This is an optimization exercise on Yosys and OpenROAD, whose aim is small area, not a production implementation.
Function was checked by simulation only, so behaviour that the tests miss may differ from the original.
No activity file was given, so power comes from the tool's default toggle rates.

==> design.v <==
module ocp_slave_mem_ctrl #(
  parameter int DATA_WIDTH = 32,
  parameter int ADDR_WIDTH = 5,
  parameter int MEM_DEPTH  = 24,
  parameter int RD_LATENCY = 2
) (
  input  logic                  clk,
  input  logic                  reset,
  input  logic                  enable,
  input  logic [2:0]            m_cmd,
  input  logic [ADDR_WIDTH-1:0] m_addr,
  input  logic [DATA_WIDTH-1:0] m_data,
  input  logic                  m_resp_accept,
  output logic                  s_cmd_accept,
  output logic [1:0]            s_resp,
  output logic [DATA_WIDTH-1:0] s_data,
  output logic                  busy,
  output logic [7:0]            err_count,
  input  logic                  parity_inject,
  output logic                  parity_err
);
  localparam logic [2:0] CMD_IDLE = 3'b000;
  localparam logic [2:0] CMD_WR   = 3'b001;
  localparam logic [2:0] CMD_RD   = 3'b010;
  localparam logic [2:0] S_IDLE  = 3'b000;
  localparam logic [2:0] S_A_RD  = 3'b001;
  localparam logic [2:0] S_A_WR  = 3'b010;
  localparam logic [2:0] S_A_ERR = 3'b011;
  localparam logic [2:0] S_EXEC  = 3'b100;
  localparam logic [2:0] S_R_RD  = 3'b101;
  localparam logic [2:0] S_R_WR  = 3'b110;
  localparam logic [2:0] S_R_ERR = 3'b111;
  logic [2:0]            state_reg, state_next;
  logic [ADDR_WIDTH-1:0] addr_reg;
  logic [7:0]            err_cnt_reg;
  logic                  perr_reg;
  logic [MEM_DEPTH-1:0][DATA_WIDTH-1:0] mem;
  logic [MEM_DEPTH-1:0]  bad_mem;
  logic [MEM_DEPTH-1:0]  valid_reg;
  logic                  cap, cmd_err, wr_ok;
  logic [MEM_DEPTH-1:0]  wr_hit, rd_hit;
  logic                  rd_bad, show_data, inc_err;
  logic [DATA_WIDTH-1:0] rd_word;
  assign cap     = enable && (state_reg == S_IDLE) && (m_cmd != CMD_IDLE);
  assign cmd_err = ({1'b0, m_addr} >= (ADDR_WIDTH+1)'(MEM_DEPTH)) ||
                   ((m_cmd != CMD_WR) && (m_cmd != CMD_RD));
  assign wr_ok   = cap && (m_cmd == CMD_WR) && !cmd_err;
  genvar gi;
  generate
    for (gi = 0; gi < MEM_DEPTH; gi++) begin : g_word
      assign wr_hit[gi] = wr_ok && (m_addr == ADDR_WIDTH'(gi));
      assign rd_hit[gi] = valid_reg[gi] && (addr_reg == ADDR_WIDTH'(gi));
      ocp_mem_word #(.W(DATA_WIDTH+1)) u_word (
        .clk  (clk),
        .keep (!wr_hit[gi]),
        .load (wr_hit[gi]),
        .d    ({parity_inject, m_data}),
        .q    ({bad_mem[gi], mem[gi]})
      );
      always_ff @(posedge clk or posedge reset) begin
        if (reset)           valid_reg[gi] <= 1'b0;
        else if (wr_hit[gi]) valid_reg[gi] <= 1'b1;
      end
    end
  endgenerate
  localparam int NGRP = (MEM_DEPTH + 2) / 3;
  logic [NGRP-1:0][DATA_WIDTH:0]   grp_n;
  logic [3*NGRP-1:0]               sel_pad;
  logic [3*NGRP-1:0][DATA_WIDTH:0] dat_pad;
  logic [DATA_WIDTH:0]             all_n;
  assign sel_pad = (3*NGRP)'(rd_hit);
  generate
    for (gi = 0; gi < 3*NGRP; gi++) begin : g_pad
      if (gi < MEM_DEPTH) begin : g_w
        assign dat_pad[gi] = {bad_mem[gi], mem[gi]};
      end else begin : g_z
        assign dat_pad[gi] = '0;
      end
    end
    for (gi = 0; gi < NGRP; gi++) begin : g_rd
      ocp_rd_grp3 #(.W(DATA_WIDTH+1)) u_grp (
        .sel (sel_pad[3*gi +: 3]),
        .d0  (dat_pad[3*gi]),
        .d1  (dat_pad[3*gi+1]),
        .d2  (dat_pad[3*gi+2]),
        .y_n (grp_n[gi])
      );
    end
  endgenerate
  always_comb begin
    all_n = '1;
    for (int g = 0; g < NGRP; g++) all_n = all_n & grp_n[g];
  end
  assign rd_bad  = !all_n[DATA_WIDTH];
  assign rd_word = ~all_n[DATA_WIDTH-1:0] & {DATA_WIDTH{show_data}};
  assign show_data    = (state_reg == S_R_RD);
  assign busy         = (state_reg != S_IDLE);
  assign s_cmd_accept = !state_reg[2] && (state_reg[1:0] != 2'b00);
  assign s_resp[0]    = state_reg[2] && (state_reg[1:0] != 2'b00);
  assign s_resp[1]    = (state_reg == S_R_ERR) || (show_data && rd_bad);
  assign s_data       = rd_word;
  assign err_count    = err_cnt_reg;
  assign parity_err   = perr_reg;
  always_comb begin
    state_next = state_reg;
    case (state_reg)
      S_IDLE:  if (m_cmd != CMD_IDLE)
                 state_next = cmd_err ? S_A_ERR : (m_cmd == CMD_WR) ? S_A_WR : S_A_RD;
      S_A_RD:  state_next = S_EXEC;
      S_A_WR:  state_next = S_R_WR;
      S_A_ERR: state_next = S_R_ERR;
      S_EXEC:  state_next = S_R_RD;
      default: if (m_resp_accept) state_next = S_IDLE;
    endcase
  end
  always_ff @(posedge clk) begin
    if (enable && (state_reg == S_IDLE)) addr_reg <= m_addr;
  end
  assign inc_err = ((state_reg == S_A_ERR) || ((state_reg == S_EXEC) && rd_bad)) &&
                   (err_cnt_reg != 8'hFF);
  always_ff @(posedge clk or posedge reset) begin
    if (reset) begin
      state_reg   <= S_IDLE;
      err_cnt_reg <= '0;
      perr_reg    <= 1'b0;
    end else if (enable) begin
      state_reg <= state_next;
      if (inc_err) err_cnt_reg <= err_cnt_reg + 8'd1;
      if ((state_reg == S_EXEC) && rd_bad) perr_reg <= 1'b1;
    end
  end
endmodule
module ocp_mem_word #(
  parameter int W = 33
) (
  input  logic         clk,
  input  logic         keep,
  input  logic         load,
  input  logic [W-1:0] d,
  output logic [W-1:0] q
);
  always_ff @(posedge clk) begin
    q <= (q & {W{keep}}) | (d & {W{load}});
  end
endmodule
module ocp_rd_grp3 #(
  parameter int W = 33
) (
  input  logic [2:0]   sel,
  input  logic [W-1:0] d0,
  input  logic [W-1:0] d1,
  input  logic [W-1:0] d2,
  output logic [W-1:0] y_n
);
  assign y_n = ~((d0 & {W{sel[0]}}) | (d1 & {W{sel[1]}}) | (d2 & {W{sel[2]}}));
endmodule
==> flow/run.sh <==
#!/bin/bash
# Own layout flow: the standard ORFS flow (standard.sh, unchanged synthesis,
# floorplan, power grid and taps), with two layout settings changed:
#  - clock tree: clkbuf_8 sink buffers on small clusters and no dummy loads;
#  - port buffers: buffer_ports with the smallest buffer (repair_design still
#    resizes or adds buffers where slew or capacitance needs it).
# The full make output goes to standard.log in the work folder; ORFS's own
# per-step logs stay under orfs/logs/.
set -euo pipefail
cd "$(dirname "$0")/.."
bash standard.sh finish \
  "CTS_ARGS=-sink_clustering_enable -repair_clock_nets -buf_list sky130_fd_sc_hd__clkbuf_8 -sink_clustering_size 18 -sink_clustering_max_diameter 50 -dont_use_dummy_load" \
  "BUFFER_PORTS_ARGS=-buffer_cell sky130_fd_sc_hd__buf_1" \
  > standard.log 2>&1
==> standard.sh <==
#!/bin/bash
# synth_recipe.tcl (not shown) runs the flow's synth.tcl, then flattens the netlist and writes it again
# the make line also repeats each setting of config.mk as NAME=value (left out here)
make -C /OpenROAD-flow-scripts/flow DESIGN_CONFIG=/design/flow/config.mk WORK_HOME=/design/flow/orfs CLKGATE_MAP_FILE= SYNTH_SCRIPT=/design/flow/synth_recipe.tcl "${@:-finish}"
==> config.mk <==
export PLATFORM = sky130hd
export DESIGN_NAME = ocp_slave_mem_ctrl
export DESIGN_NICKNAME = ocp_slave_mem_ctrl
export VERILOG_FILES = /design/flow/design.v
export SDC_FILE = /design/flow/constraint.sdc
export NUM_CORES = 4
export LEC_CHECK = 0
export CAP_MARGIN = 5
export CORE_MARGIN = 2
export CORE_UTILIZATION = 65
export CTS_BUF_LIST = sky130_fd_sc_hd__clkbuf_8
export CTS_CLUSTER_DIAMETER = 50
export CTS_CLUSTER_SIZE = 18
export SLEW_MARGIN = 5
export SYNTH_HIERARCHICAL = 1
export SYNTH_MINIMUM_KEEP_SIZE = 0
==> constraint.sdc <==
create_clock -name core_clock -period 6.5 [get_ports {clk}]
set_input_delay 1.3000 -clock core_clock [delete_from_list [all_inputs] [get_ports {clk}]]
set_output_delay 1.3000 -clock core_clock [all_outputs]
set_load 0.01 [all_outputs]
==> results.tsv, run 1 <==
metric	value	unit
TNS Setup	0	ns
setup repair after global routing missed its margin	no	
CTS sink count	833	
arrival time at the worst endpoint	3.91	ns
antenna violations before repair	1	
final period utilization	80.1	%
Worst Hold Class	flop to flop	
CORE AREA	47600	µm²
Synth Area in Adders	0.0399	%
max reg flops	792	
Top FF cell, synth	dfxtp_1	
setup repair bufs after CTS	0	
slew margin rel.	12.3	%
final max-slew violation count	0	
Syn Std Cell Area	31400	µm²
Final min period	5.21	ns
mux share of post-synthesis cell area	0.0837	%
Worst-Margin Slew	1.32	ns
die area	50000	µm²
Seq cells post-synth	833	
xor/xnor share of the synthesized area	0.140	%
first-pass GRT wire length	146000	µm
EDFF count, synth	5	
via count	23677	
Cell Rows	80	
WL per Instance	31.8	µm
Die Width	224	µm
FF-to-FF setup slack	2.87	ns
CP Class	flop to primary output	
largest family of logic cells by synthesized area	compound AO/OA/AOI/OAI gates	
share of cells above drive strength 1	8.04	%
Resized cells post-CTS	0	
Tot GR Track Use	38.1	%
setup violators final	0	
boundary pin count	90	
syn_area_per_cell	12.5	µm²
power per cell area	266	nW/µm²
register area share after synthesis	53.9	%
worst vdd ir	235	µV
Starting DRT DRC Count	3936	
Clock Skews	0.0645	ns
largest net degree at the start of global routing	37	
clock root cell	clkbuf_8	
P&R area growth vs syn	-0.937	%
fmax	192	MHz
Hold Vio Cnt, Final	0	
clk buf depth	3	
DR DRC count	0	
H-tree depth	3	
post-synth cell types	52	
vias in the first global route	23009	
Port Buffers	89	
Post-Synth Simple-Gate Area	4.65	%
Cells after Synth	2509	
Max-Cap Viols	0	
Placer Congestion	0.906	
post-synthesis compound-gate area fraction	31.0	%
LEAKAGE	11.9	nW
Starting Density	65.9	%
final core utilization	65.2	%
CP required	5.20	ns
startpoint type of the worst setup path	flop	
fill count	3717	
Reg clk slew, reported paths	0.08	ns
Vias/cell	7.72	
drt first pass iters	10	
Die H	224	µm
Worst-Skew Late Latency	0.68	ns
total CTS buffers	67	
Post-DP HPWL	56800	µm
cts hold-fix bufs	0	
status	no timing/DRC/antenna violations	
Synth Warn #	8	
Post-synth ARST share	4.32	%
# nets final	2499	
Synthesized Nets	2555	
GR Overflow Total	0	
commonest cells after routing, fill and taps aside	a22o_1 (792), dfxtp_1 (792), a222oi_1 (264), buf_1 (89), buf_4 (84)	
CTS tree	yes	
Final ANT Viol Nets	0	
Max FO, Critical Path	21	
Critical Path Sink Type	primary output	
final wirelength	97600	µm
-- cells by family (layout without fill, tap and decap cells) --
family,after synthesis,in the layout
AOI/OAI and AO/OA,1076,1076
xor gates and xnor gates,5,5
adders and majority gates,1,1
buffers and inverters,324,266
DFF,833,833
muxes,2,2
other,0,1
and+or+nand+nor,268,268
-- power breakdown --
part           switching, mW  leakage, nW  internal, mW
clock network           1.59        0.482         0.928
logic                  0.255         4.46         0.152
registers             0.0989         6.92          5.23
total                   1.95         11.9          6.31
-- routing by layer --
metal / up-vias / GRT usage (%) / wire length [µm]
met5: - / 0 / 0
met4: 0 / 16.0 / 3770
met3: 216 / 8.07 / 10900
met2: 1505 / 57.9 / 43000
met1: 11931 / 53.0 / 39900
li1: 10025 / - / -
-- path summary, 6_finish.rpt --
kind	start	endpoint	depth (start not counted)
max in group asynchronous	reset	perr_reg$_DFFE_PP0P_	3
worst min-delay path	valid_reg[0]$_DFFE_PP0P_	valid_reg[0]$_DFFE_PP0P_	1
min in group asynchronous	reset	valid_reg[14]$_DFFE_PP0P_	3
worst min register to register	valid_reg[0]$_DFFE_PP0P_	valid_reg[0]$_DFFE_PP0P_	1
worst max-delay path	addr_reg[0]$_DFFE_PN_	s_data[17]	8
worst max register to register	addr_reg[2]$_DFFE_PN_	err_cnt_reg[1]$_DFFE_PP0P_	10
-- area by class of cell --
class                   instances  area, µm²  share of cell area (%)
repair buffers                174        992                    3.19
clock buffers                  67        922                    2.97
flip-flops and latches        833      16900                    54.4
inverters                      25       93.8                   0.302
well taps                     615        769                    2.48
diodes                          1       2.50                 0.00805
multi-input cells            1352      11400                    36.7
-- worst max-delay path, cell delays in order, from the launching register on --
cell	delay, ns
edfxtp_1	0.57
nor2b_1	0.39
and3_1	1.06
buf_4	0.38
a222oi_1	0.13
nand4_1	0.31
nor2_1	0.08
nor2_1	0.13
buf_1	0.18
-- stage by stage --
step	hold slack [ns]	instances	area, µm²	setup slack, ns	power, mW
after floorplan	0.420	2509	31400	3.35	5.64
after global placement	0.434	2998	30100	1.92	5.82
after detailed placement	0.441	2999	30200	1.86	5.84
after CTS	0.460	3066	31100	1.44	8.27
after global routing	0.478	3067	31100	1.20	8.50
final	0.464	3067	31100	1.29	8.26
-- Yosys cell counts (2+ instances only) --
| master | n | area (µm²) |
|---|---|---|
| and3b_1 | 2 | 17.5 |
| nor2_1 | 83 | 312 |
| a222oi_1 | 264 | 2640 |
| o21ai_0 | 2 | 10.0 |
| nand4_1 | 67 | 419 |
| a21oi_1 | 4 | 20.0 |
| nor3b_4 | 2 | 37.5 |
| dfxtp_1 | 792 | 15900 |
| buf_2 | 26 | 130 |
| buf_6 | 258 | 2910 |
| and4_1 | 3 | 26.3 |
| dfrtp_1 | 36 | 901 |
| clkbuf_1 | 13 | 48.8 |
| a22o_1 | 792 | 6940 |
| nand3_1 | 8 | 40.0 |
| nor3_1 | 5 | 25.0 |
| and2_1 | 4 | 25.0 |
| nand3b_1 | 2 | 15.0 |
| a21o_1 | 6 | 45.0 |
| nand2_1 | 35 | 131 |
| inv_1 | 25 | 93.8 |
| xnor2_1 | 4 | 35.0 |
| and3_1 | 20 | 125 |
| a31oi_1 | 3 | 18.8 |
| edfxtp_1 | 5 | 150 |
| nand2b_1 | 20 | 125 |
| nor2b_1 | 3 | 18.8 |
==> run 2, diff against run 1 <==
--- a/config.mk
+++ b/config.mk
@@ -7,7 +7,7 @@
 export LEC_CHECK = 0
 export CAP_MARGIN = 5
 export CORE_MARGIN = 2
-export CORE_UTILIZATION = 65
+export CORE_UTILIZATION = 70
 export CTS_BUF_LIST = sky130_fd_sc_hd__clkbuf_8
 export CTS_CLUSTER_DIAMETER = 50
 export CTS_CLUSTER_SIZE = 18
==> run 2 against run 1 <==
Compared with the run above:
- still clean on timing, DRC and antenna
- highest routed layer is now met5
- largest power group unchanged
- design area is 0.73% lower
- clock power decreased by 8%
- combinational power decreased by 1%
- critical path type unchanged
- sequential power about the same
- via count is 0.57% higher
- sequential share of layout area is 0.40 points higher
- non-clock buffer count rose by 1
- area after synthesis did not move
- worst hold slack got worse by 0.0017 ns
==> results.tsv, run 2 <==
metric	value	unit	change
setup violators final	0		unchanged
met1 GRT Util	53.4	%	+0.41 points
Synthesized Nets	2555		unchanged
power per cell area	261	nW/µm²	-1.7%
antenna violations before repair	1		unchanged
Reg clk slew, reported paths	0.11	ns	+0.03 ns
share of cells above drive strength 1	6.96	%	-1.1 points
max reg flops	792		unchanged
setup repair bufs after CTS	0		unchanged
Seq cells post-synth	833		unchanged
via count	23812		+0.57%
Max stage delay on crit path	0.97	ns	-0.09 ns
Syn Std Cell Area	31400	µm²	unchanged
largest net degree at the start of global routing	37		unchanged
Worst-Margin Slew	1.38	ns	+0.0662 ns
Post-synth ARST share	4.32	%	unchanged
worst vdd ir	200	µV	-15%
register area share after synthesis	53.9	%	unchanged
crit path to	s_data[6]		
R2R depth	9		-1
drt first pass iters	10		unchanged
Starting DRT DRC Count	3878		-1.5%
final wirelength	95700	µm	-2.0%
Post-DP HPWL	54600	µm	-3.9%
TNS Setup	0	ns	unchanged
Hold Vio Cnt, Final	0		unchanged
DR DRC count	0		unchanged
boundary pin count	90		unchanged
total CTS buffers	56		-16%
post-synth cell types	52		unchanged
Worst Hold Launch	valid_reg[13]$_DFFE_PP0P_		
Crit path buffers/inverters	3		+1
crit-path leading delay family	simple AND/OR/NAND/NOR gates		
Critical Path Sink Type	primary output		
GR Overflow Total	0		unchanged
Die H	216	µm	-3.6%
die area	46500	µm²	-7.0%
final max-slew violation count	0		unchanged
Vias/cell	7.85		+1.7%
startpoint type of the worst setup path	flop		
Worst Hold Class	flop to flop		
Port Buffers	89		unchanged
Cells after Synth	2509		unchanged
CTS tree	yes		
GRT busiest layer	met2		
Final min period	5.41	ns	+0.208 ns
worst path cell trace	inv_1, nor3_1, and3_1, buf_4, a222oi_1, nand4_1, nor2_1, nor2_1, buf_1		
clock root cell	clkbuf_8		
Die Width	216	µm	-3.6%
register area	16900	µm²	unchanged
status	no timing/DRC/antenna violations		
n_diodes	0		-1
fill count	3277		-12%
Cell Rows	77		-3.8%
fmax	185	MHz	-3.8%
final period utilization	83.3	%	+3.2 points
# nets final	2489		-0.40%
worst slack at placement	1.99	ns	+0.131 ns
area leader, netlist	dfxtp_1		
Final WS setup	1.09	ns	-0.208 ns
CP required	5.20	ns	about the same
GR Util met2	62.7	%	+4.8 points
Multi-input gate area	11400	µm²	-0.29%
CORE AREA	44200	µm²	-7.2%
EDFF count, synth	5		unchanged
Worst path depth	9		+1
Final ANT Viol Nets	0		unchanged
CP max stage cell	and3_1		
P&R area growth vs syn	-1.66	%	
CTS sink count	833		unchanged
Placer Congestion	0.892		-1.5%
Resized cells post-CTS	0		unchanged
Clock Skews	0.0378	ns	-0.0267 ns
CP Class	flop to primary output		
Worst-Skew Late Latency	0.71	ns	+0.03 ns
vias in the first global route	23647		+2.8%
Top FF cell, synth	dfxtp_1		
Max FO, Critical Path	20		-4.8%
FF-to-FF setup slack	2.96	ns	+0.09 ns
setup repair after global routing missed its margin	no		
H-tree depth	2		-1
Tot GR Track Use	40.1	%	+1.9 points
Worst R2R End	err_cnt_reg[1]$_DFFE_PP0P_		
arrival time at the worst endpoint	4.11	ns	+0.20 ns
Post-synth top cells	a22o_1 (792), dfxtp_1 (792), a222oi_1 (264)		
commonest cells after routing, fill and taps aside	a22o_1 (792), dfxtp_1 (792), a222oi_1 (264), buf_1 (88), buf_4 (86)		
clk buf depth	3		unchanged
first-pass GRT wire length	144000	µm	-1.2%
Synth Warn #	8		unchanged
reg-to-reg startpoint	addr_reg[0]$_DFFE_PN_		
LEAKAGE	11.8	nW	-0.65%
Max-Cap Viols	0		unchanged
ranking of synthesized cells by area	dfxtp_1 (51%), a22o_1 (22%), buf_6 (9.3%)		
cts hold-fix bufs	0		unchanged
worst setup path start	addr_reg[2]$_DFFE_PN_		
WL per Instance	31.5	µm	-0.90%
syn_area_per_cell	12.5	µm²	unchanged
Synth top area share	50.5	%	unchanged
Starting Density	71.0	%	+5.1 points
M3 GR Usage	7.86	%	-0.20 points
slew margin rel.	7.89	%	-4.4 points
crit-path most repeated cell	nor2_1		
[run 2: changes by cell type in the layout (fill, tap and decap cells not counted), moves of 2 or more]
cell      previous run  this run
nand2_2              7         0
buf_4               84        86
clkbuf_8            67        56
and3_1               8        19
and3_2              12         1
nand2_1             28        35
[run 2: area by class of cell]
class	count	area share, %
inverters	25	0.304
flip-flops and latches	833	54.8
well taps	592	2.40
repair buffers	175	3.18
multi-input cells	1352	36.8
clock buffers	56	2.50
[run 2: worst reg2reg max path, stage by stage (launching register included)]
cell and delay [ns]:
edfxtp_1 0.56, nor2b_1 0.26, and3_1 0.47, buf_4 0.35
a222oi_1 0.34, nand4_1 0.35, o211ai_1 0.41, o31ai_4 0.19
and2_4 0.21, mux2_4 0.29
[run 2: worst min-delay path by stage]
stage | to | slack (ns) | depth (start not counted)
finish | valid_reg[13]$_DFFE_PP0P_ | 0.46 | 1
global route | valid_reg[7]$_DFFE_PP0P_ | 0.48 | 1
CTS | valid_reg[23]$_DFFE_PP0P_ | 0.46 | 1
detailed placement | valid_reg[23]$_DFFE_PP0P_ | 0.44 | 1
global placement | valid_reg[23]$_DFFE_PP0P_ | 0.43 | 1
floorplan | valid_reg[11]$_DFFE_PP0P_ | 0.42 | 1
[run 2: cells by family after synthesis]
logic type               count (synthesis)  synth area share, %
AO/OA/AOI/OAI                         1076                 31.0
XOR/XNOR                                 5                0.140
adder cells (fa/ha/maj)                  1               0.0399
buffers and inverters                  324                 10.2
flip-flops                             833                 53.9
multiplexers                             2               0.0837
AND/OR/NAND/NOR                        268                 4.65
[run 2: power breakdown]
| group | leakage [nW] | internal (mW) | switching (mW) |
|---|---|---|---|
| logic | 4.46 | 0.149 | 0.253 |
| registers | 6.92 | 5.23 | 0.0970 |
| clock network | 0.403 | 0.771 | 1.56 |
| total | 11.8 | 6.15 | 1.91 |
[run 2: layer usage]
layer	share of wire, %	vias to the layer above
met5	0.014	-
met4	4.4	2
li1	-	9987
met2	45	1601
met1	39	11954
met3	12	268
[run 2: per-stage QoR]
stage | hold slack, ns | total power [mW] | cell area (µm²) | utilization (%) | instances
after floorplan | 0.420 | 5.64 | 31400 | - | 2509
after detailed placement | 0.440 | 5.83 | 30100 | 68.0 | 2977
after global routing | 0.480 | 8.28 | 30900 | 69.8 | 3033
final | 0.462 | 8.06 | 30900 | 69.8 | 3033
after global placement | 0.431 | 5.81 | 30100 | 68.0 | 2977
after CTS | 0.459 | 8.05 | 30900 | 69.8 | 3033
==> run 3, diff against run 2 <==
--- a/config.mk
+++ b/config.mk
@@ -7,7 +7,7 @@
 export LEC_CHECK = 0
 export CAP_MARGIN = 5
 export CORE_MARGIN = 2
-export CORE_UTILIZATION = 70
+export CORE_UTILIZATION = 75
 export CTS_BUF_LIST = sky130_fd_sc_hd__clkbuf_8
 export CTS_CLUSTER_DIAMETER = 50
 export CTS_CLUSTER_SIZE = 18
==> run 3 against run 2 <==
Compared with the run above:
- largest cell class unchanged
- utilization grew 5.1 points
- clock power is essentially flat
- die area fell by 6.5%
- largest power group unchanged
- combinational power about the same
- critical path type unchanged
- final cell count down 2.4%
==> results.tsv, run 3 <==
metric	value	unit	change
area leader, netlist	dfxtp_1		
clk buf depth	3		unchanged
H-tree depth	2		unchanged
fmax	188	MHz	+1.8%
Seq cells post-synth	833		unchanged
Post-synth ARST share	4.32	%	unchanged
final period utilization	81.8	%	-1.5 points
Starting DRT DRC Count	4026		+3.8%
slew margin rel.	5.13	%	-2.8 points
Tot GR Track Use	41.2	%	+1.1 points
first-pass GRT wire length	139000	µm	-3.7%
Final min period	5.32	ns	-0.0951 ns
commonest cells after routing, fill and taps aside	a22o_1 (792), dfxtp_1 (792), a222oi_1 (264), buf_1 (89), nor2_1 (77)		
Synth top area share	50.5	%	unchanged
Worst-Skew Late Latency	0.72	ns	about the same
CTS tree	yes		
post-synth cell types	52		unchanged
Cells after Synth	2509		unchanged
Syn Std Cell Area	31400	µm²	unchanged
Post-DP HPWL	53700	µm	-1.7%
Worst Hold Class	flop to flop		
via count	23698		-0.48%
Starting Density	76.5	%	+5.5 points
Finished Layout Cells	2960		-2.4%
power per cell area	263	nW/µm²	+0.51%
Placer Congestion	0.885		-0.80%
arrival time at the worst endpoint	4.02	ns	-0.09 ns
Port Buffers	89		unchanged
LEAKAGE	11.7	nW	-0.50%
Reg clk slew, reported paths	0.08	ns	-0.03 ns
Max-Cap Viols	0		unchanged
Final ANT Viol Nets	0		unchanged
Die Width	209	µm	-3.3%
die area	43500	µm²	-6.5%
boundary pin count	90		unchanged
TNS Setup	0	ns	unchanged
antenna violations before repair	0		-1
Final WS setup	1.18	ns	+0.0951 ns
CTS sink count	833		unchanged
GR Overflow Total	0		unchanged
Resized cells post-CTS	0		unchanged
register area share after synthesis	53.9	%	unchanged
Post-synth top cells	a22o_1 (792), dfxtp_1 (792), a222oi_1 (264)		
Vias/cell	8.01		+2.0%
largest net degree at the start of global routing	37		unchanged
Cell Rows	74		-3.9%
status	no timing/DRC/antenna violations		
syn_area_per_cell	12.5	µm²	unchanged
WL per Instance	31.3	µm	-0.91%
Critical Path Sink Type	primary output		
# nets final	2475		-0.56%
CP required	5.20	ns	about the same
CORE AREA	41000	µm²	-7.2%
Worst-Margin Slew	1.42	ns	+0.0415 ns
Clock Skews	0.0396	ns	+0.00184 ns
fill count	2864		-13%
drt first pass iters	10		unchanged
setup repair after global routing missed its margin	no		
Hold Slack	0.455	ns	-0.00750 ns
share of cells above drive strength 1	6.88	%	-0.083 points
worst slack at placement	1.83	ns	-0.162 ns
Multi-input gate area	11400	µm²	+0.21%
cts hold-fix bufs	0		unchanged
setup repair bufs after CTS	0		unchanged
EDFF count, synth	5		unchanged
Die H	209	µm	-3.3%
CP Class	flop to primary output		
P&R area growth vs syn	-2.07	%	
final wirelength	92500	µm	-3.3%
startpoint type of the worst setup path	flop		
Hold Vio Cnt, Final	0		unchanged
Top FF cell, synth	dfxtp_1		
register area	16900	µm²	unchanged
Max FO, Critical Path	19		-5.0%
max reg flops	792		unchanged
FF-to-FF setup slack	2.83	ns	-0.13 ns
worst vdd ir	225	µV	+13%
total CTS buffers	57		+1.8%
DR DRC count	0		unchanged
vias in the first global route	23114		-2.3%
clock root cell	clkbuf_8		
setup violators final	0		unchanged
Synthesized Nets	2555		unchanged
ranking of synthesized cells by area	dfxtp_1 (51%), a22o_1 (22%), buf_6 (9.3%)		
final max-slew violation count	0		unchanged
Placed Cells	2902		-2.5%
Synth Warn #	8		unchanged
run 3: cell count changes in the layout (fill, tap and decap cells not counted), moves of 4 or more:
cell	delta
buf_4	-16
nand2_2	+7
nand2_1	-7
and3_2	+4
and3_1	-4
run 3: per-stage QoR:
stage | util (%) | total power [mW] | area, µm²
finish | 74.9 | 8.07 | 30700
global placement | 72.9 | 5.81 | 29900
global route | 74.9 | 8.27 | 30700
detailed placement | 73.0 | 5.83 | 29900
floorplan | - | 5.64 | 31400
CTS | 74.9 | 8.05 | 30700
run 3: path summary, 6_finish.rpt:
kind,start,cells after the start,endpoint
worst max register to register,addr_reg[0]$_DFFE_PN_,8,err_cnt_reg[1]$_DFFE_PP0P_
worst min-delay path,valid_reg[15]$_DFFE_PP0P_,1,valid_reg[15]$_DFFE_PP0P_
max in group asynchronous,reset,3,valid_reg[11]$_DFFE_PP0P_
worst min register to register,valid_reg[15]$_DFFE_PP0P_,1,valid_reg[15]$_DFFE_PP0P_
min in group asynchronous,reset,3,state_reg[0]$_DFFE_PP0P_
worst max-delay path,addr_reg[2]$_DFFE_PN_,9,s_data[16]
run 3: critical path: stages, from the launching register on:
cell and delay, ns:
edfxtp_1 0.55, inv_1 0.14, nor3_1 0.42, and3_1 0.96, buf_4 0.39, a222oi_1 0.12
nand4_1 0.31, nor2_1 0.11, nor2_1 0.13, buf_1 0.18
run 3: layout make-up:
type,instances,share of cell area (%)
inverters,25,0.305
repair buffers,160,2.89
multi-input cells,1352,37.1
diodes,1,0.00814
well taps,532,2.17
clock buffers,57,2.55
flip-flops and latches,833,55.0
run 3: per-layer routing:
| layer | GRT usage, % | up-vias | wire [µm] |
|---|---|---|---|
| li1 | - | 9963 | - |
| met1 | 54.5 | 11623 | 35000 |
| met2 | 62.2 | 1741 | 40200 |
| met3 | 9.92 | 371 | 11900 |
| met4 | 23.3 | 0 | 5420 |
| met5 | 0 | - | 0 |
run 3: cells by family after synthesis:
group / synth area share [%]
flip-flops: 53.9
multiplexers: 0.0837
buffers and inverters: 10.2
adder cells (fa/ha/maj): 0.0399
XOR/XNOR: 0.140
AO/OA/AOI/OAI: 31.0
AND/OR/NAND/NOR: 4.65
run 3: power by group:
part	leakage, nW	total [mW]	switching (mW)	internal, mW
Clock	0.410	2.34	1.55	0.784
Sequential	6.92	5.33	0.0974	5.23
Combinational	4.39	0.400	0.251	0.150
Total	11.7	8.07	1.90	6.17
==> run 4, diff against run 3 <==
--- a/config.mk
+++ b/config.mk
@@ -7,7 +7,7 @@
 export LEC_CHECK = 0
 export CAP_MARGIN = 5
 export CORE_MARGIN = 2
-export CORE_UTILIZATION = 75
+export CORE_UTILIZATION = 72
 export CTS_BUF_LIST = sky130_fd_sc_hd__clkbuf_8
 export CTS_CLUSTER_DIAMETER = 50
 export CTS_CLUSTER_SIZE = 18
==> run 4 against run 3 <==
Compared with the run above:
- final cell count increased by 2.4%
- first-iteration DRC count is 15% higher
- clock skew grew 0.014 ns
- still clean
- flip-flop and latch count is the same
==> results.tsv, run 4 <==
metric	value	unit	change
setup violators final	0		unchanged
Reg clk slew, reported paths	0.11	ns	+0.03 ns
CP required	5.20	ns	about the same
Vias/cell	7.85		-1.9%
H-tree depth	2		unchanged
Starting DRT DRC Count	4615		+15%
Resized cells post-CTS	0		unchanged
power per cell area	262	nW/µm²	-0.26%
share of cells above drive strength 1	6.99	%	+0.11 points
CTS tree	yes		
vias in the first global route	22921		-0.83%
Seq cells post-synth	833		unchanged
Max FO, Critical Path	19		unchanged
R2R depth	9		+1
startpoint type of the worst setup path	flop		
xor/xnor share of the synthesized area	0.140	%	unchanged
max reg flops	792		unchanged
mux share of post-synthesis cell area	0.0837	%	unchanged
Hold Vio Cnt, Final	0		unchanged
syn_area_per_cell	12.5	µm²	unchanged
Synthesized Nets	2555		unchanged
worst vdd ir	248	µV	+10%
Syn Std Cell Area	31400	µm²	unchanged
Tot GR Track Use	41.2	%	+0.054 points
final core utilization	71.7	%	-3.2 points
total CTS buffers	58		+1.8%
Worst Hold Class	flop to flop		
die area	45300	µm²	+4.1%
Hold Path Sink	valid_reg[22]$_DFFE_PP0P_		
final wirelength	95000	µm	+2.7%
EDFF count, synth	5		unchanged
Comb pwr share	5.0	%	about the same
reg-to-reg startpoint	addr_reg[2]$_DFFE_PN_		
Starting Density	72.8	%	-3.7 points
clk buf depth	3		unchanged
post-synth cell types	52		unchanged
GR Overflow Total	0		unchanged
ranking of synthesized cells by area	dfxtp_1 (51%), a22o_1 (22%), buf_6 (9.3%)		
fmax	184	MHz	-2.0%
register area share after synthesis	53.9	%	unchanged
WL per Instance	31.3	µm	+0.24%
Synth Warn #	8		unchanged
Sw Share	23.6	%	+0.077 points
Port Buffers	89		unchanged
commonest cells after routing, fill and taps aside	a22o_1 (792), dfxtp_1 (792), a222oi_1 (264), buf_1 (89), buf_4 (86)		
FF-to-FF setup slack	2.56	ns	-0.27 ns
Post-DP HPWL	55200	µm	+2.8%
Die Width	213	µm	+2.0%
# nets final	2493		+0.73%
Critical Path Sink Type	primary output		
CP Class	flop to primary output		
drt first pass iters	8		-2
Cell Rows	76		+2.7%
Post-synth top cells	a22o_1 (792), dfxtp_1 (792), a222oi_1 (264)		
via count	23803		+0.44%
Cells after Synth	2509		unchanged
CORE AREA	43100	µm²	+5.0%
Max-Cap Viols	0		unchanged
Worst-Margin Slew	1.38	ns	-0.0471 ns
Final min period	5.43	ns	+0.111 ns
Worst Hold Path Cells	1		unchanged
Post-Synth Simple-Gate Area	4.65	%	unchanged
setup repair bufs after CTS	0		unchanged
largest net degree at the start of global routing	37		unchanged
status	no timing/DRC/antenna violations		
Final ANT Viol Nets	0		unchanged
Placer Congestion	0.867		-2.0%
CTS sink count	833		unchanged
cts hold-fix bufs	0		unchanged
Clock Skews	0.0538	ns	+0.0142 ns
clock root cell	clkbuf_8		
TNS Setup	0	ns	unchanged
LEAKAGE	11.8	nW	+0.75%
Flop pwr share	65.9	%	-0.2 points
antenna violations before repair	1		+1
largest family of logic cells by synthesized area	compound AO/OA/AOI/OAI gates		
final period utilization	83.5	%	+1.7 points
post-synthesis compound-gate area fraction	31.0	%	unchanged
area leader, netlist	dfxtp_1		
final max-slew violation count	0		unchanged
arrival time at the worst endpoint	4.13	ns	+0.11 ns
Worst Hold Launch	valid_reg[22]$_DFFE_PP0P_		
P&R area growth vs syn	-1.51	%	
Post-synth ARST share	4.32	%	unchanged
boundary pin count	90		unchanged
Die H	213	µm	+2.0%
internal power contribution	6.18	mW	+0.21%
Worst R2R End	err_cnt_reg[1]$_DFFE_PP0P_		
first-pass GRT wire length	142000	µm	+2.1%
Synth top area share	50.5	%	unchanged
DR DRC count	0		unchanged
Top FF cell, synth	dfxtp_1		
Synth Area in Adders	0.0399	%	unchanged
Worst-Skew Late Latency	0.72	ns	about the same
slew margin rel.	8.26	%	+3.1 points
Clock power frac	29.1	%	about the same
worst setup path start	addr_reg[2]$_DFFE_PN_		
switching power	1.91	mW	+0.64%
setup repair after global routing missed its margin	no		
## run 4: kinds of logic after synthesis
logic type / count (synthesis)
AO/OA/AOI/OAI: 1076
XOR/XNOR: 5
adder cells (fa/ha/maj): 1
buffers and inverters: 324
flip-flops: 833
multiplexers: 2
AND/OR/NAND/NOR: 268
## run 4: metal layers
layer	vias to the layer above	global-route usage, %	share of wire, %
met5	-	0	0
met4	0	17.4	3.8
met3	298	10.4	14
met2	1746	62.5	44
met1	11755	56.3	39
li1	10004	-	-
## run 4: power by group through the flow
stage	clock, mW	sequential [mW]	combinational, mW
floorplan	0	5.41	0.233
global placement	0	5.44	0.376
detailed placement	0	5.44	0.389
CTS	2.36	5.33	0.390
global route	2.54	5.35	0.429
finish	2.36	5.33	0.403
## run 4: stage by stage
stage               total power [mW]  std cells  hold slack (ns)  area, µm²  setup WS [ns]
global route                    8.32       3031            0.478      30900          0.918
detailed placement              5.83       2970            0.441      30100           2.05
global placement                5.81       2970            0.432      30100           2.03
finish                          8.09       3032            0.469      30900           1.07
floorplan                       5.64       2509            0.420      31400           3.35
CTS                             8.08       3028            0.464      30900           1.30
## run 4: layout make-up
type / instances / area, µm²
inverter: 25 / 93.8
tap: 585 / 732
clock buffer: 58 / 798
antenna: 2 / 5.00
fill: 3107 / 12200
sequential: 833 / 16900
timing repair buffer: 177 / 1010
multi-input combinational: 1352 / 11400
## run 4: critical path, cell delays in order (launching register included)
cell and delay (ns):
edfxtp_1 0.55, inv_1 0.15, nor3_1 0.35, and3_1 0.98, buf_4 0.42, a222oi_1 0.16
nand4_1 0.34, nor2_1 0.16, nor2_1 0.12, buf_1 0.19
## run 4: worst max-delay path by stage
stage / endpoint / slack [ns] / cells past startpoint
2_1_floorplan: s_resp[1] / 3.35 / 7
3_3_place_gp: s_data[9] / 2.03 / 8
3_5_place_dp: s_data[9] / 2.05 / 8
4_1_cts: s_data[5] / 1.30 / 9
5_1_grt: s_data[5] / 0.92 / 9
6_report: s_data[5] / 1.07 / 9
==> run 5, diff against run 4 <==
==> flow/run.sh (replaced) <==
#!/bin/bash
# Own layout flow: the standard ORFS flow (standard.sh, unchanged synthesis,
# floorplan, power grid and taps), with two layout settings changed:
#  - clock tree: clkbuf_8 sink buffers on clusters of up to 20 sinks and no dummy loads;
#  - port buffers: buffer_ports with the smallest buffer (repair_design still
#    resizes or adds buffers where slew or capacitance needs it).
# The full make output goes to standard.log in the work folder; ORFS's own
# per-step logs stay under orfs/logs/.
set -euo pipefail
cd "$(dirname "$0")/.."
bash standard.sh finish \
  "CTS_ARGS=-sink_clustering_enable -repair_clock_nets -buf_list sky130_fd_sc_hd__clkbuf_8 -sink_clustering_size 20 -sink_clustering_max_diameter 50 -dont_use_dummy_load" \
  "BUFFER_PORTS_ARGS=-buffer_cell sky130_fd_sc_hd__buf_1" \
  > standard.log 2>&1
--- a/config.mk
+++ b/config.mk
@@ -7,10 +7,10 @@
 export LEC_CHECK = 0
 export CAP_MARGIN = 5
 export CORE_MARGIN = 2
-export CORE_UTILIZATION = 72
+export CORE_UTILIZATION = 65
 export CTS_BUF_LIST = sky130_fd_sc_hd__clkbuf_8
 export CTS_CLUSTER_DIAMETER = 50
-export CTS_CLUSTER_SIZE = 18
+export CTS_CLUSTER_SIZE = 20
 export SLEW_MARGIN = 5
 export SYNTH_HIERARCHICAL = 1
 export SYNTH_MINIMUM_KEEP_SIZE = 0
==> run 5 against run 4 <==
Compared with the run above:
- via count is 0.37% lower
- maximum frequency is 3.5% higher
- final cell count is 0.89% higher
- critical path depth is 1 lower
- register-to-register slack better by 0.31 ns
- worst hold slack worse by 0.0074 ns
- critical path type unchanged
- setup slack better by 0.18 ns
- first-iteration DRC count is 15% lower
- wire length is 2.8% higher
- largest cell class unchanged
==> results.tsv, run 5 <==
metric	value	unit	change
status	no timing/DRC/antenna violations		
power per cell area	263	nW/µm²	+0.41%
worst slack at placement	1.86	ns	-0.194 ns
WL per Instance	31.9	µm	+1.9%
Cell Rows	80		+5.3%
setup repair after global routing missed its margin	no		
first-pass GRT wire length	146000	µm	+3.0%
fill count	3724		+20%
Hold Vio Cnt, Final	0		unchanged
drt first pass iters	8		unchanged
Max FO, Critical Path	21		+2
setup repair bufs after CTS	0		unchanged
startpoint type of the worst setup path	flop		
CTS sink count	833		unchanged
syn_area_per_cell	12.5	µm²	unchanged
Synth top area share	50.5	%	unchanged
LEAKAGE	11.8	nW	about the same
via count	23714		-0.37%
final wirelength	97700	µm	+2.8%
CP Class	flop to primary output		
register area share after synthesis	53.9	%	unchanged
setup violators final	0		unchanged
GR Overflow Total	0		unchanged
TNS Setup	0	ns	unchanged
H-tree depth	2		unchanged
antenna violations before repair	1		unchanged
Seq cells post-synth	833		unchanged
arrival time at the worst endpoint	3.95	ns	-0.18 ns
Placer Congestion	0.906		+4.5%
Worst-Margin Slew	1.32	ns	-0.0596 ns
Max-Cap Viols	0		unchanged
slew margin rel.	12.2	%	+4.0 points
total CTS buffers	60		+3.4%
cts hold-fix bufs	0		unchanged
clock root cell	clkbuf_8		
Starting DRT DRC Count	3907		-15%
Critical Path Sink Type	primary output		
post-synth cell types	52		unchanged
Starting Density	65.9	%	-7.0 points
Worst-Skew Late Latency	0.75	ns	+0.03 ns
Tot GR Track Use	38.1	%	-3.1 points
# nets final	2492		-0.040%
Flop pwr share	65.4	%	-0.5 points
switching power	1.94	mW	+1.4%
Die H	224	µm	+5.1%
Sw Share	23.8	%	+0.17 points
Synthesized Nets	2555		unchanged
Top FF cell, synth	dfxtp_1		
Post-DP HPWL	56800	µm	+2.9%
Final min period	5.25	ns	-0.182 ns
internal power contribution	6.21	mW	+0.45%
commonest cells after routing, fill and taps aside	a22o_1 (792), dfxtp_1 (792), a222oi_1 (264), buf_1 (89), buf_4 (84)		
CORE AREA	47600	µm²	+11%
Reg clk slew, reported paths	0.09	ns	-0.02 ns
Post-synth ARST share	4.32	%	unchanged
Final ANT Viol Nets	0		unchanged
Resized cells post-CTS	0		unchanged
vias in the first global route	22988		+0.29%
clk buf depth	3		unchanged
die area	50000	µm²	+11%
ranking of synthesized cells by area	dfxtp_1 (51%), a22o_1 (22%), buf_6 (9.3%)		
area leader, netlist	dfxtp_1		
CTS tree	yes		
Syn Std Cell Area	31400	µm²	unchanged
max reg flops	792		unchanged
Port Buffers	89		unchanged
Worst Hold Class	flop to flop		
Clock power frac	29.6	%	+0.5 points
worst vdd ir	215	µV	-13%
Clock Skews	0.0717	ns	+0.0179 ns
FF-to-FF setup slack	2.87	ns	+0.31 ns
final period utilization	80.7	%	-2.8 points
DR DRC count	0		unchanged
share of cells above drive strength 1	7.77	%	+0.78 points
Vias/cell	7.75		-1.3%
Cells after Synth	2509		unchanged
largest net degree at the start of global routing	37		unchanged
Die Width	224	µm	+5.1%
Synth Warn #	8		unchanged
EDFF count, synth	5		unchanged
P&R area growth vs syn	-1.25	%	
boundary pin count	90		unchanged
Final WS setup	1.25	ns	+0.182 ns
Post-synth top cells	a22o_1 (792), dfxtp_1 (792), a222oi_1 (264)		
fmax	191	MHz	+3.5%
n_diodes	0		-2
CP required	5.20	ns	about the same
Comb pwr share	5.0	%	about the same
final max-slew violation count	0		unchanged
[run 5: cell types whose count changed in the layout (fill, tap and decap cells not counted), sizes merged]
cell | previous run | this run
clkbuf | 58 | 60
diode | 2 | 0
buf | 177 | 174
[run 5: power groups by stage]
stage | Sequential (mW) | Combinational [mW] | Clock, mW
floorplan | 5.41 | 0.233 | 0
global placement | 5.44 | 0.385 | 0
detailed placement | 5.44 | 0.398 | 0
CTS | 5.33 | 0.399 | 2.42
global route | 5.35 | 0.433 | 2.60
finish | 5.33 | 0.406 | 2.41
[run 5: cell type report]
type                    instances  area [µm²]  share of cell area [%]
clock buffers                  60         826                    2.67
flip-flops and latches        833       16900                    54.6
inverters                      25        93.8                   0.303
repair buffers                174         992                    3.20
well taps                     615         769                    2.48
multi-input cells            1352       11400                    36.8
[run 5: metal layers]
layer	track usage, %	vias up	wire [µm]
li1	-	10005	-
met1	53.4	11867	39800
met2	58.1	1599	42900
met3	6.95	241	11100
met4	16.4	2	3970
met5	0	-	13
[run 5: through the flow]
| step | hold WS (ns) | cell area [µm²] | std cells | utilization [%] | power (mW) |
|---|---|---|---|---|---|
| 2_1_floorplan | 0.420 | 31400 | 2509 | - | 5.64 |
| 3_3_place_gp | 0.434 | 30100 | 2998 | 63.2 | 5.82 |
| 3_5_place_dp | 0.441 | 30200 | 2999 | 63.3 | 5.84 |
| 4_1_cts | 0.460 | 31000 | 3059 | 65.0 | 8.15 |
| 5_1_grt | 0.478 | 31000 | 3059 | 65.0 | 8.38 |
| 6_report | 0.462 | 31000 | 3059 | 65.0 | 8.15 |
[run 5: critical path, stage by stage (launching register included)]
cell      delay [ns]
edfxtp_1        0.58
nor2b_1         0.39
and3_1          1.04
buf_4           0.38
a222oi_1        0.15
nand4_1         0.28
nor2_1          0.07
nor2_1          0.10
buf_1           0.21
[run 5: logic make-up after synthesis]
logic type | share of synthesized area, %
fa+ha+maj | 0.0399
simple gates | 4.65
buf+inv | 10.2
compound gates | 31.0
flops | 53.9
xor+xnor | 0.140
mux | 0.0837
[run 5: worst paths after layout]
path / from / end / depth (start not counted)
min: valid_reg[11]$_DFFE_PP0P_ / valid_reg[11]$_DFFE_PP0P_ / 1
max in group asynchronous: reset / perr_reg$_DFFE_PP0P_ / 3
min in group asynchronous: reset / state_reg[1]$_DFFE_PP0P_ / 3
max: addr_reg[0]$_DFFE_PN_ / s_data[18] / 8
max reg2reg: addr_reg[2]$_DFFE_PN_ / err_cnt_reg[1]$_DFFE_PP0P_ / 10
min reg2reg: valid_reg[11]$_DFFE_PP0P_ / valid_reg[11]$_DFFE_PP0P_ / 1

## port drivers added, routing unchanged
No port has a modelled driver above. Below, the same layouts with a new extraction and two added sets of constraints.
Step 1 (the two cells are an assumption about what drives the block):
set clk [get_ports {clk}]
set_driving_cell -lib_cell sky130_fd_sc_hd__clkbuf_16 $clk
set_driving_cell -lib_cell sky130_fd_sc_hd__buf_2 [delete_from_list [all_inputs] $clk]
Step 2 adds t to the input delays and takes it off the output delays; t is the mean of the earliest and latest rising clock arrival at the registers after step 1. Input paths then give back, and output paths get back, about the clock's delay inside the block.
a / b / c = ideal ports / drivers / drivers and shift; a / b = the first two.
run	t, ns	setup WS [ns]	hold slack, ns	worst register clock-pin slew, ns
run 1	0.705	1.294 / 1.238 / 1.665	0.464 / 0.464 / 0.464	0.11 / 0.11
run 2	0.740	1.086 / 1.031 / 1.772	0.462 / 0.462 / 0.462	0.12 / 0.12
run 3	0.739	1.181 / 1.125 / 1.751	0.455 / 0.455 / 0.455	0.11 / 0.11
run 4	0.752	1.071 / 1.011 / 1.763	0.469 / 0.469 / 0.469	0.11 / 0.11
run 5	0.772	1.253 / 1.195 / 1.684	0.462 / 0.462 / 0.462	0.12 / 0.12
After both steps every run listed still meets setup and hold.
